Background: an optimization exercise with open tools, aiming at small area. Do not read the settings as production practice. Function was checked by simulation only, so behaviour that the tests miss may differ from the original. The clock input has no modelled driver; a real chip could not lean on it and would need a root buffer or a full tree. Power and IR drop assume default switching activity.

**design/flow/config.mk**
```make
export PLATFORM = sky130hd
export DESIGN_NAME = fu_ctrl
export DESIGN_NICKNAME = fu_ctrl
export VERILOG_FILES = /design/flow/design.v
export SDC_FILE = /design/flow/constraint.sdc
export NUM_CORES = 4
export LEC_CHECK = 0
export CAP_MARGIN = 0
export CORE_MARGIN = 2
export CORE_UTILIZATION = 40
export SLEW_MARGIN = 0
```
**design/flow/constraint.sdc**
```tcl
create_clock -name core_clock -period 9.0 [get_ports {clk}]
set_input_delay 1.8000 -clock core_clock [delete_from_list [all_inputs] [get_ports {clk}]]
set_output_delay 1.8000 -clock core_clock [all_outputs]
set_load 0.01 [all_outputs]
```
**design/flow/flow/synth.tcl**
```tcl
# The standard synthesis script, with the combinational mapping done by an
# area-oriented ABC script (flow/abc_area.script, @SEED@ replaced by a seed)
# instead of the speed script. The mapping is tried with several seeds and the
# smallest result is kept.
proc abc {args} {
  set i [lsearch -exact $args -script]
  set lib [lindex $args [expr {[lsearch -exact $args -liberty] + 1}]]
  set tmpl [read [set f [open $::env(MY_ABC_SCRIPT)]]]; close $f
  yosys design -save pre_abc
  set best ""
  foreach seed $::env(MY_ABC_SEEDS) {
    yosys design -load pre_abc
    set sf $::env(MY_WORK)/abc_seed_$seed.script
    set f [open $sf w]; puts -nonewline $f [string map [list @SEED@ $seed] $tmpl]; close $f
    set a $args
    if { $i >= 0 } { lset a [expr {$i + 1}] $sf }
    yosys abc {*}$a
    yosys tee -q -o $::env(MY_WORK)/abc_seed_$seed.stat stat -liberty $lib
    set f [open $::env(MY_WORK)/abc_seed_$seed.stat]; set txt [read $f]; close $f
    regexp {Chip area for module[^:]*:\s*([0-9.]+)} $txt -> area
    puts "abc seed $seed: area $area"
    if { $best eq "" || $area < $best } {
      set best $area
      yosys design -save best_abc
    }
  }
  yosys design -load best_abc
  puts "abc kept area $best"
}
source $::env(MY_WORK)/synth_recipe.tcl
```
**design/flow/flow/run.sh**
```bash
#!/bin/bash
# Standard layout, except: synthesis maps the logic with an area-oriented ABC
# script (best of several seeds), the ports get the smallest buffer, CTS adds
# no dummy clock loads, and the root clock buffer is removed after CTS.
set -euo pipefail
cd "$(dirname "$0")/.."
export MY_WORK=$(pwd)
export MY_ABC_SCRIPT=$MY_WORK/flow/abc_area.script
export MY_ABC_SEEDS="1 2 3 4 5 6 7 8 9 10 11 12"
export BUFFER_PORTS_ARGS="-buffer_cell sky130_fd_sc_hd__buf_1"
export CTS_ARGS="-sink_clustering_enable -repair_clock_nets -dont_use_dummy_load"
export POST_CTS_TCL=$MY_WORK/flow/post_cts.tcl
bash standard.sh SYNTH_SCRIPT=$MY_WORK/flow/synth.tcl finish > standard_flow.log 2>&1
```
**design/flow/flow/post_cts.tcl**
```tcl
set blk [ord::get_db_block]
set root [$blk findInst clkbuf_0_clk]
if { $root ne "NULL" } {
  set in_net [[$root findITerm A] getNet]
  set out_net [[$root findITerm X] getNet]
  set loads {}
  foreach it [$out_net getITerms] {
    if { [$it getInst] ne $root } { lappend loads $it }
  }
  if { [llength $loads] <= 4 && [llength [$in_net getITerms]] == 1 } {
    foreach it $loads {
      $it disconnect
      $it connect $in_net
    }
    [$root findITerm A] disconnect
    [$root findITerm X] disconnect
    odb::dbInst_destroy $root
    odb::dbNet_destroy $out_net
    puts "post_cts: root clock buffer removed, the clock port drives [llength $loads] leaf buffers"
  } else {
    replace_cell [get_cells clkbuf_0_clk] sky130_fd_sc_hd__clkbuf_2
    detailed_placement
    puts "post_cts: root clock buffer is now [[$root getMaster] getName]"
  }
  estimate_parasitics -placement
  report_clock_skew
}
```
**design/flow/standard.sh**
```bash
#!/bin/bash
# synth_recipe.tcl (not shown) runs the flow's synth.tcl, then flattens the netlist and writes it again
# the make line also repeats each setting of config.mk as NAME=value (left out here)
make -C /OpenROAD-flow-scripts/flow DESIGN_CONFIG=/design/flow/config.mk WORK_HOME=/design/flow/orfs CLKGATE_MAP_FILE= SYNTH_SCRIPT=/design/flow/synth_recipe.tcl "${@:-finish}"
```
**design/flow/flow/abc_area.script**
```
strash
&get -n
&st
&deepsyn -T 20 -S @SEED@
&nf -R 1000 -p
&put
topo
dnsize -c
```
**design/flow/design.v**
```verilog
`timescale 1ns/1ps
package fu_ctrl_pkg;
    typedef logic [31:0] inst_t;
    typedef logic [4:0]  reg_addr_t;
    typedef logic [4:0]  lat_t;   
    typedef enum logic [2:0] {
        FU_NONE = 3'd0,
        FU_ALU  = 3'd1,
        FU_MEM  = 3'd2,
        FU_MUL  = 3'd3,
        FU_DIV  = 3'd4,
        FU_JUMP = 3'd5
    } fu_e;
    typedef enum logic [3:0] {
        ALU_NONE = 4'd0,
        ALU_ADD  = 4'd1,
        ALU_SUB  = 4'd2,
        ALU_AND  = 4'd3,
        ALU_OR   = 4'd4,
        ALU_XOR  = 4'd5,
        ALU_SLL  = 4'd6,
        ALU_SRL  = 4'd7,
        ALU_SLT  = 4'd8,
        ALU_SLTU = 4'd9,
        ALU_SRA  = 4'd10,
        ALU_AP4  = 4'd11,
        ALU_BOUT = 4'd12   
    } alu_op_e;
    typedef enum logic [3:0] {
        JUMP_JAL  = 4'd0,
        JUMP_BEQ  = 4'd1,
        JUMP_BNE  = 4'd2,
        JUMP_BLT  = 4'd3,
        JUMP_BGE  = 4'd4,
        JUMP_BLTU = 4'd5,
        JUMP_BGEU = 4'd6,
        JUMP_JALR = 4'd8
    } jump_op_e;
    typedef enum logic [2:0] {
        IMM_NONE = 3'd0,
        IMM_I    = 3'd1,
        IMM_B    = 3'd2,
        IMM_J    = 3'd3,
        IMM_S    = 3'd4,
        IMM_U    = 3'd5
    } imm_sel_e;
    localparam logic [6:0] OPC_R     = 7'b0110011;
    localparam logic [6:0] OPC_I     = 7'b0010011;
    localparam logic [6:0] OPC_B     = 7'b1100011;
    localparam logic [6:0] OPC_L     = 7'b0000011;
    localparam logic [6:0] OPC_S     = 7'b0100011;
    localparam logic [6:0] OPC_LUI   = 7'b0110111;
    localparam logic [6:0] OPC_AUIPC = 7'b0010111;
    localparam logic [6:0] OPC_JAL   = 7'b1101111;
    localparam logic [6:0] OPC_JALR  = 7'b1100111;
    localparam int FU_COUNT  = 6;    
    localparam int RES_DEPTH = 32;
    localparam int unsigned ALU_LAT     = 1;
    localparam int unsigned MEM_LAT     = 2;
    localparam int unsigned JUMP_LAT    = 2;
    localparam int unsigned DEF_MUL_LAT = 7;
    localparam int unsigned DEF_DIV_LAT = 24;
    function automatic logic [4:0] fu_latency(input logic [2:0] fu, input int unsigned mul_lat, input int unsigned div_lat);
        case (fu)
            fu_ctrl_pkg::FU_ALU:  fu_latency = 5'd1;
            fu_ctrl_pkg::FU_MEM:  fu_latency = 5'd2;
            fu_ctrl_pkg::FU_MUL:  fu_latency = mul_lat[4:0];
            fu_ctrl_pkg::FU_DIV:  fu_latency = div_lat[4:0];
            fu_ctrl_pkg::FU_JUMP: fu_latency = 5'd2;
            default: fu_latency = '0;
        endcase
    endfunction
endpackage
`timescale 1ns/1ps
module inst_decode (
    input  fu_ctrl_pkg::inst_t     inst,
    output logic      c_alu,
    output logic      c_mem,
    output logic      c_mul,
    output logic      c_div,
    output logic      c_jmp,
    output fu_ctrl_pkg::imm_sel_e  imm_sel,
    output fu_ctrl_pkg::alu_op_e   alu_op,
    output fu_ctrl_pkg::jump_op_e  jump_op,
    output logic      alu_src_a,
    output logic      alu_src_b,
    output logic      mem_we
);
    logic [6:0] opcode;
    logic [2:0] f3;
    logic [6:0] f7;
    assign opcode = inst[6:0];
    assign f3     = inst[14:12];
    assign f7     = inst[31:25];
    logic o_r, o_i, o_b, o_l, o_s, o_lui, o_auipc, o_jal, o_jalr;
    assign o_r     = opcode == fu_ctrl_pkg::OPC_R;
    assign o_i     = opcode == fu_ctrl_pkg::OPC_I;
    assign o_b     = opcode == fu_ctrl_pkg::OPC_B;
    assign o_l     = opcode == fu_ctrl_pkg::OPC_L;
    assign o_s     = opcode == fu_ctrl_pkg::OPC_S;
    assign o_lui   = opcode == fu_ctrl_pkg::OPC_LUI;
    assign o_auipc = opcode == fu_ctrl_pkg::OPC_AUIPC;
    assign o_jal   = opcode == fu_ctrl_pkg::OPC_JAL;
    assign o_jalr  = opcode == fu_ctrl_pkg::OPC_JALR;
    logic f7_00, f7_20, f7_01, f3_0or5, f3_1or5;
    assign f7_00   = f7 == 7'h00;
    assign f7_20   = f7 == 7'h20;
    assign f7_01   = f7 == 7'h01;
    assign f3_0or5 = f3 == 3'h0 || f3 == 3'h5;
    assign f3_1or5 = f3[1:0] == 2'b01;
    logic r_alu, i_alu, b_ok, l_ok, s_ok, jalr_ok;
    assign r_alu   = o_r && (f7_00 || (f7_20 && f3_0or5));
    assign i_alu   = o_i && (!f3_1or5 || f7_00 || (f3 == 3'h5 && f7_20));
    assign b_ok    = o_b && f3[2:1] != 2'b01;
    assign l_ok    = o_l && f3 != 3'h3 && f3[2:1] != 2'b11;
    assign s_ok    = o_s && (f3 == 3'h0 || f3 == 3'h1 || f3 == 3'h2);
    assign jalr_ok = o_jalr && f3 == 3'h0;
    assign c_alu = r_alu || i_alu || o_lui || o_auipc;
    assign c_mem = l_ok || s_ok;
    assign c_mul = o_r && f7_01 && !f3[2];
    assign c_div = o_r && f7_01 && f3[2];
    assign c_jmp = b_ok || o_jal || jalr_ok;
    function automatic logic [3:0] alu_sel(input logic [2:0] fn3, input logic alt);
        case (fn3)
            3'h0:    alu_sel = alt ? fu_ctrl_pkg::ALU_SUB : fu_ctrl_pkg::ALU_ADD;
            3'h1:    alu_sel = fu_ctrl_pkg::ALU_SLL;
            3'h2:    alu_sel = fu_ctrl_pkg::ALU_SLT;
            3'h3:    alu_sel = fu_ctrl_pkg::ALU_SLTU;
            3'h4:    alu_sel = fu_ctrl_pkg::ALU_XOR;
            3'h5:    alu_sel = alt ? fu_ctrl_pkg::ALU_SRA : fu_ctrl_pkg::ALU_SRL;
            3'h6:    alu_sel = fu_ctrl_pkg::ALU_OR;
            default: alu_sel = fu_ctrl_pkg::ALU_AND;
        endcase
    endfunction
    always_comb begin
        alu_op = fu_ctrl_pkg::ALU_NONE;
        if (r_alu || i_alu) alu_op = fu_ctrl_pkg::alu_op_e'(alu_sel(f3, f7[5] && (o_r || f3 == 3'h5)));
        else if (o_lui)     alu_op = fu_ctrl_pkg::ALU_BOUT;
        else if (o_auipc)   alu_op = fu_ctrl_pkg::ALU_ADD;
    end
    always_comb begin
        imm_sel = fu_ctrl_pkg::IMM_NONE;
        if (i_alu || l_ok || jalr_ok) imm_sel = fu_ctrl_pkg::IMM_I;
        else if (b_ok)                imm_sel = fu_ctrl_pkg::IMM_B;
        else if (s_ok)                imm_sel = fu_ctrl_pkg::IMM_S;
        else if (o_lui || o_auipc)    imm_sel = fu_ctrl_pkg::IMM_U;
        else if (o_jal)               imm_sel = fu_ctrl_pkg::IMM_J;
    end
    always_comb begin
        jump_op = fu_ctrl_pkg::JUMP_JAL;
        if (jalr_ok) jump_op = fu_ctrl_pkg::JUMP_JALR;
        else if (b_ok) begin
            case (f3)
                3'h0:    jump_op = fu_ctrl_pkg::JUMP_BEQ;
                3'h1:    jump_op = fu_ctrl_pkg::JUMP_BNE;
                3'h4:    jump_op = fu_ctrl_pkg::JUMP_BLT;
                3'h5:    jump_op = fu_ctrl_pkg::JUMP_BGE;
                3'h6:    jump_op = fu_ctrl_pkg::JUMP_BLTU;
                default: jump_op = fu_ctrl_pkg::JUMP_BGEU;
            endcase
        end
    end
    assign alu_src_a = o_auipc;
    assign alu_src_b = i_alu || o_lui || o_auipc;
    assign mem_we    = s_ok;
endmodule
`timescale 1ns/1ps
`timescale 1ns/1ps
`timescale 1ns/1ps
module fu_ctrl #(
    parameter int unsigned MUL_LAT = fu_ctrl_pkg::DEF_MUL_LAT,
    parameter int unsigned DIV_LAT = fu_ctrl_pkg::DEF_DIV_LAT
) (
    input  logic      clk,
    input  logic      rst,
    input  fu_ctrl_pkg::inst_t     inst,
    input  logic      valid_id,
    input  logic      cmp_res_fu,
    output logic      issue_ready,
    output logic      branch_ctrl,
    output logic      reg_id_flush,
    output fu_ctrl_pkg::imm_sel_e  imm_sel,
    output fu_ctrl_pkg::alu_op_e   alu_op,
    output fu_ctrl_pkg::jump_op_e  jump_op,
    output logic      alu_src_a,
    output logic      alu_src_b,
    output logic      mem_we,
    output logic      alu_en,
    output logic      mem_en,
    output logic      mul_en,
    output logic      div_en,
    output logic      jump_en,
    output fu_ctrl_pkg::fu_e       write_sel,
    output fu_ctrl_pkg::reg_addr_t rd_ctrl,
    output logic      reg_write
);
    logic c_alu, c_mem, c_mul, c_div, c_jmp;
    inst_decode u_decode (
        .inst, .c_alu, .c_mem, .c_mul, .c_div, .c_jmp,
        .imm_sel, .alu_op, .jump_op, .alu_src_a, .alu_src_b, .mem_we
    );
    logic [4:0] rd, rs1, rs2;
    assign rd  = inst[11:7];
    assign rs1 = inst[19:15];
    assign rs2 = inst[24:20];
    logic [1:0] lu;                     
    logic       e1;                     
    logic       pj, pm, pw;             
    logic       l_alu, l_mem, l_jmp, p2_mem, p2_jmp, p2_w;
    logic [4:0] x1, x0;                 
    logic [2:0] mc;                     
    logic [4:0] dc;                     
    logic [4:0] mul_d, div_d;
    logic       flush_pending;
    assign l_alu  = lu == 2'd1;
    assign l_mem  = lu == 2'd2;
    assign l_jmp  = lu == 2'd3;
    assign p2_mem = pm && !pj;
    assign p2_jmp = pj;
    assign p2_w   = pw;
    assign flush_pending = pj && pm;   
    assign branch_ctrl  = l_jmp && (e1 || cmp_res_fu);
    assign reg_id_flush = branch_ctrl;
    logic d_busy, d_p0, d_p1, d_p2, d_p7, d_ge1, d_ge2, d_ge7;
    assign d_busy = dc[4] || dc[3] || dc[1];
    assign d_p0   = dc[4] && !dc[3] && !dc[2] && !dc[0];
    assign d_p1   = !dc[4] && dc[3] && !dc[2] && !dc[1];
    assign d_p2   = !dc[3] && dc[2] && !dc[1] && !dc[0];
    assign d_p7   = !dc[4] && dc[3] && dc[2] && dc[1] && !dc[0];
    assign d_ge1  = dc[3] || dc[2] || dc[0];
    assign d_ge2  = dc[2] || dc[1] || dc[0] || (dc[4] && dc[3]);
    assign d_ge7  = (dc[4] && dc[3] && !dc[1] && !dc[0]) || (!dc[2] && dc[0]) ||
                    (dc[2] && dc[1]) || (!dc[4] && dc[2]);
    logic m_busy, m_p0, m_p1, m_p2, m_ge1, m_ge2;
    assign m_busy = mc != 3'd0;
    assign m_p0   = mc == 3'b100;
    assign m_p1   = mc == 3'b110;
    assign m_p2   = mc == 3'b111;
    assign m_ge1  = mc[1] || mc[0];
    assign m_ge2  = mc[0] || (mc[1] && !mc[2]);
    logic raw1, raw2;
    assign raw1 = rs1 != '0 && ((e1 && x1 == rs1) || (p2_w && x0 == rs1) ||
                                (m_busy && mul_d == rs1) || (d_busy && div_d == rs1));
    assign raw2 = rs2 != '0 && ((e1 && x1 == rs2) || (p2_w && x0 == rs2) ||
                                (m_busy && mul_d == rs2) || (d_busy && div_d == rs2));
    logic wm, wd;
    assign wm = rd != '0 && mul_d == rd;
    assign wd = rd != '0 && div_d == rd;
    logic hz_alu, hz_mj, hz_mem, hz_jmp, hz_mul, hz_div, hazard, issue;
    assign hz_alu = lu[1] || m_p1 || d_p1 ||
                    (wm && m_ge1) || (wd && d_ge1);
    assign hz_mj  = m_p2 || d_p2 || (wm && m_ge2) || (wd && d_ge2);
    assign hz_mem = l_mem || hz_mj;
    assign hz_jmp = l_jmp || hz_mj;
    assign hz_mul = m_ge1 || d_p7 || (wd && d_ge7);
    assign hz_div = d_ge1;
    assign hazard = ((c_alu || c_mem || c_mul || c_div || c_jmp) && (raw1 || raw2)) ||
                    (c_alu && hz_alu) || (c_mem && hz_mem) || (c_jmp && hz_jmp) ||
                    (c_mul && hz_mul) || (c_div && hz_div);
    assign issue_ready = !hazard || branch_ctrl;
    assign issue = valid_id && !hazard && !branch_ctrl && !flush_pending;
    assign alu_en  = issue && c_alu;
    assign mem_en  = issue && c_mem;
    assign mul_en  = issue && c_mul;
    assign div_en  = issue && c_div;
    assign jump_en = issue && c_jmp;
    logic wr;
    assign wr = !(inst[5] && !inst[4] && !inst[2]);
    logic       wb_mul, wb_div;
    assign wb_mul = m_p0;
    assign wb_div = d_p0;
    always_ff @(posedge clk or posedge rst) begin
        if (rst) begin
            lu            <= 2'd0;
            e1            <= 1'b0;
            pj            <= 1'b0;
            pm            <= 1'b0;
            pw            <= 1'b0;
            mc            <= '0;
            dc            <= '0;
            write_sel     <= fu_ctrl_pkg::FU_NONE;
            rd_ctrl       <= '0;
            reg_write     <= 1'b0;
        end else begin
            lu            <= {mem_en || jump_en, alu_en || jump_en};
            e1            <= alu_en || ((mem_en || jump_en) && wr);
            pj            <= l_jmp;
            pm            <= l_mem || branch_ctrl;
            pw            <= e1 && lu[1];
            mc            <= mul_en ? 3'b001 : {mc[1:0], (mc[2] ^ mc[1]) && !m_p0};
            dc            <= div_en ? 5'b10110 : {dc[3:0], (dc[4] ^ dc[2]) && !d_p0};
            write_sel     <= fu_ctrl_pkg::fu_e'({wb_div || p2_jmp, p2_mem || wb_mul,
                                                 l_alu || wb_mul || p2_jmp});
            rd_ctrl       <= ({5{l_alu}} & x1) | ({5{p2_w}} & x0) |
                             ({5{wb_mul}} & mul_d) | ({5{wb_div}} & div_d);
            reg_write     <= l_alu || p2_w || wb_mul || wb_div;
        end
    end
    always_ff @(posedge clk) begin
        x1 <= rd;
        x0 <= x1;
        if (mul_en) mul_d <= rd;
        if (div_en) div_d <= rd;
    end
endmodule
```
==> notes.md <==
Net Switching=between 150 and 200 uW; setup slack of the most critical reg-to-reg path=5.78 ns; number of antenna-violating nets in the routed design=0; clock transition time at the flip-flop clock pins of the worst setup and hold paths=0.08 ns; vertical extent of the die=82.32 um; final instance area=about 2800 um^2; summed instance area of the synthesized netlist=2454 um^2; longest individual stage delay on the worst path=0.40 ns; power per cell area=approximately 180 nW/um^2; worst-path maximum fanout=7; share of async-settable or async-resettable flops after synthesis=0.5349; number of design-rule violations left by the first detailed-router iteration=270; total number of vias=~2500; switching power share of the total=0.3380; number of antenna violations at the first check in global routing=0; sequential fraction of design power=0.543; Final Util=0.4795; top post-synthesis cells by area=sky130_fd_sc_hd__dfrtp_1 23%, sky130_fd_sc_hd__edfxtp_1 12%, sky130_fd_sc_hd__dfxtp_1 8.2%; number of sinks handled by clock tree synthesis=43; launching element of the worst setup path=inst[12]; placed instance area=2784 um^2; final hold violations=0; Synth cell types=46; max-cap violations=0; Die Footprint=6777 um^2; clock latency reported for the late side of the worst-skew pair=0.14 ns; Crit Reg-Reg Startpoint=div_d[0]; width of the die=~80 um; final wirelength=6.979 mm; fmax=148.9 MHz; total power draw=501.0 uW; sequential fraction of the synthesis area=0.4386; internal power=331.7 uW; Pleak=0.001036 uW; Peak supply drop=0.00008460 V; endpoint of the lowest-slack register-to-register path=div_d[3]; DRC errors left=0; number of iterations in the first detailed-routing pass=5; number of placed instances, taps included=417; Port Buf Inserts=66; standard-cell row count=28; global-route wire length before repair=11.41 mm; count of mapped cells out of synthesis=279; flop and latch count out of synthesis=43; max-slew violation total from the final report=0; CP Capture Type=output pin; share of the cycle needed by the critical path after routing=0.7462; worst slew margin relative to its limit=0.2633; Area Growth Syn to Fin=15.71%; number of flops mapped to enable cells by yosys=10; combinational power share=0.273; routed length per instance=about 17 um; area of the core region=5921 um^2; crit path launch type=input pin; final weighted congestion in routability-driven placement=0.9338; Worst Setup EP=mul_en; required time worst endpoint=around 7.2 ns; aggregate negative setup slack=0 ns; total number of yosys warnings=2; largest net degree at the start of global routing=24; IO Count=67; layout cells sized above 1=0.01734; arrival time of the worst setup path=4.92 ns; skew final=around 0.010 ns; start-to-end type of the worst setup path=in -> out; # diodes=0; outcome=timing/DRC/antenna clean; proportion of netlist area held by the largest area contributor=0.2346; effective utilization at floorplan=0.4144; part of the power in the clock network=0.184; count of final setup violators=0; setup repair after global routing missed its margin=false; number of nets at the end of the flow=386; final critical path time including I/O delays and setup=approximately 6.7 ns; top_reg_cell synth=sky130_fd_sc_hd__dfrtp_1; worst reg2reg path depth=11; hold crit path type=reg -> reg; actual transition at the worst max-transition pin=1.097 ns; number of global-route vias before repair=2219; Crit-path slowest cell=sky130_fd_sc_hd__nand4b_1; cells along the critical path=buf_1 > nor2b_1 > mux2i_1 > nor2b_1 > o2111ai_1 > and2_0 > nor2_1 > o41ai_1 > o21ai_0 > nand4b_1 > nor3_1 > buf_4 > buf_1; HPWL after detailed placement=5.260 mm; Post-Syn Area per Cell=8.794 um^2; number of nets produced by synthesis=317; overflow left after global routing=0; leading area contributor after synthesis=sky130_fd_sc_hd__dfrtp_1; overall routing resource usage=0.2192; detailed-route vias per instance=6.000; number of cells in the finished layout apart from fillers=421
through the flow:
stage	hold slack (ns)	worst slack, ns
2_1_floorplan	0.3672	2.708
5_1_grt	0.4215	1.823
3_3_place_gp	0.3948	2.516
3_5_place_dp	0.3924	2.355
6_report	0.4055	2.284
synth_stat cells, types with 3 or more instances:
library cell and n:
sky130_fd_sc_hd__nand2_1 21, sky130_fd_sc_hd__nand3_1 11, sky130_fd_sc_hd__and2_0 5, sky130_fd_sc_hd__o21ai_0 15, sky130_fd_sc_hd__or2_0 3, sky130_fd_sc_hd__a22oi_1 3, sky130_fd_sc_hd__edfxtp_1 10, sky130_fd_sc_hd__buf_1 3
sky130_fd_sc_hd__a221oi_1 12, sky130_fd_sc_hd__a222oi_1 6, sky130_fd_sc_hd__nor4_1 4, sky130_fd_sc_hd__xnor2_1 5, sky130_fd_sc_hd__nor2_1 20, sky130_fd_sc_hd__nor2b_1 5, sky130_fd_sc_hd__a21o_1 3, sky130_fd_sc_hd__a21oi_1 9
sky130_fd_sc_hd__o22ai_1 22, sky130_fd_sc_hd__a22o_1 3, sky130_fd_sc_hd__nor3_1 18, sky130_fd_sc_hd__dfxtp_1 10, sky130_fd_sc_hd__xor2_1 5, sky130_fd_sc_hd__clkinv_1 31, sky130_fd_sc_hd__dfrtp_1 23
per-layer routing:
metal,track usage,vias to the layer above,share of wire
met4,0.06833,0,0.016
met2,0.3226,150,0.44
met5,0,-,0
met3,0.03804,14,0.093
li1,-,1196,-
met1,0.3251,1166,0.45
cell usage in the layout, fill, tap and decap left out, drive strengths merged, types with 2 or more instances in the layout:
cell | netlist | final
clkinv | 31 | 31
xor2 | 5 | 5
a32oi | 2 | 2
dfrtp | 23 | 23
clkbuf | 0 | 4
edfxtp | 10 | 10
o22ai | 22 | 22
dfxtp | 10 | 10
nand2 | 21 | 21
o2111ai | 2 | 2
nand2b | 2 | 2
nor3 | 18 | 18
a22o | 3 | 3
nor2b | 5 | 5
and2 | 5 | 5
or3 | 2 | 2
nand4b | 2 | 2
a21o | 3 | 3
a21oi | 9 | 9
or2 | 3 | 3
o21ai | 15 | 15
a222oi | 6 | 6
nor4 | 4 | 4
buf | 5 | 68
nand3b | 2 | 2
xnor2 | 5 | 5
ha | 2 | 2
nand4 | 2 | 2
nand3 | 11 | 11
a22oi | 3 | 3
a221oi | 12 | 12
nor2 | 20 | 20
kinds of logic after synthesis:
family          count (synthesis)  share of synthesized area
buf+inv                        36                    0.05813
xor+xnor                       10                    0.03569
compound gates                 86                     0.2473
simple gates                  101                     0.2060
mux                             1                   0.004080
flops                          43                     0.4386
fa+ha+maj                       2                    0.01020
sequential cells by signal, summed over array words and instances (netlist names):
name and count:
x1 5, pm 1, dc 5, rd_ctrl 5, div_d 5, lu 2
mul_d 5, x0 5, reg_write 1, write_sel 3, pw 1, pj 1
mc 3, e1 1
worst max-delay path, delay by kind of cell:
kind            cells  cell delay, ns
compound gates      3            0.88
mux                 1            0.12
simple gates        6            1.55
buf+inv             3            0.57
how the worst min path moves through the flow:
stage / startpoint / cells past startpoint / slack, ns / to
2_1_floorplan: x1[1] / 0 / 0.37 / x0[1]
3_3_place_gp: x1[1] / 0 / 0.39 / x0[1]
3_5_place_dp: x1[1] / 0 / 0.39 / x0[1]
5_1_grt: x1[1] / 0 / 0.42 / x0[1]
6_report: x1[1] / 0 / 0.41 / x0[1]
power groups by stage:
stage          registers [uW]  logic (uW)  clock network (uW)
3_3_place_gp              275         134                   0
5_1_grt                   280         156                 101
6_report                  272         137                92.1
2_1_floorplan             274        89.7                   0
3_5_place_dp              276         135                   0
final cells by class:
| cell class | instances | area [um^2] |
|---|---|---|
| sequential | 43 | 1076 |
| inverter | 31 | 116.4 |
| multi-input combinational | 200 | 1235 |
| timing repair buffer | 68 | 262.8 |
| fill | 584 | 3082 |
| tap | 75 | 93.84 |
| clock buffer | 4 | 55.05 |

-- static timing again, ports no longer ideal --
No port has a modelled driver above. Below, the same layout with a new extraction and two added sets of constraints.
Step 1 (the two cells are an assumption about what drives the block):
set clk [get_ports {clk}]
set_driving_cell -lib_cell sky130_fd_sc_hd__clkbuf_16 $clk
set_driving_cell -lib_cell sky130_fd_sc_hd__buf_2 [delete_from_list [all_inputs] $clk]
Step 2 also shifts input and output timing later by t, the mid clock arrival at the registers, as if the neighbouring blocks saw the same clock.
Slacks: ideal / step 1 / step 2; pairs: ideal / step 1.
t, ns: 0.190
slack for setup (ns): 2.284 / 2.261 / 2.261
worst slew at a driven data input, ns: 0.03
After both steps setup and hold are still met in this run. For this run, drivers alone change the setup slack by -0.023 ns; drivers and shift together by -0.023 ns.
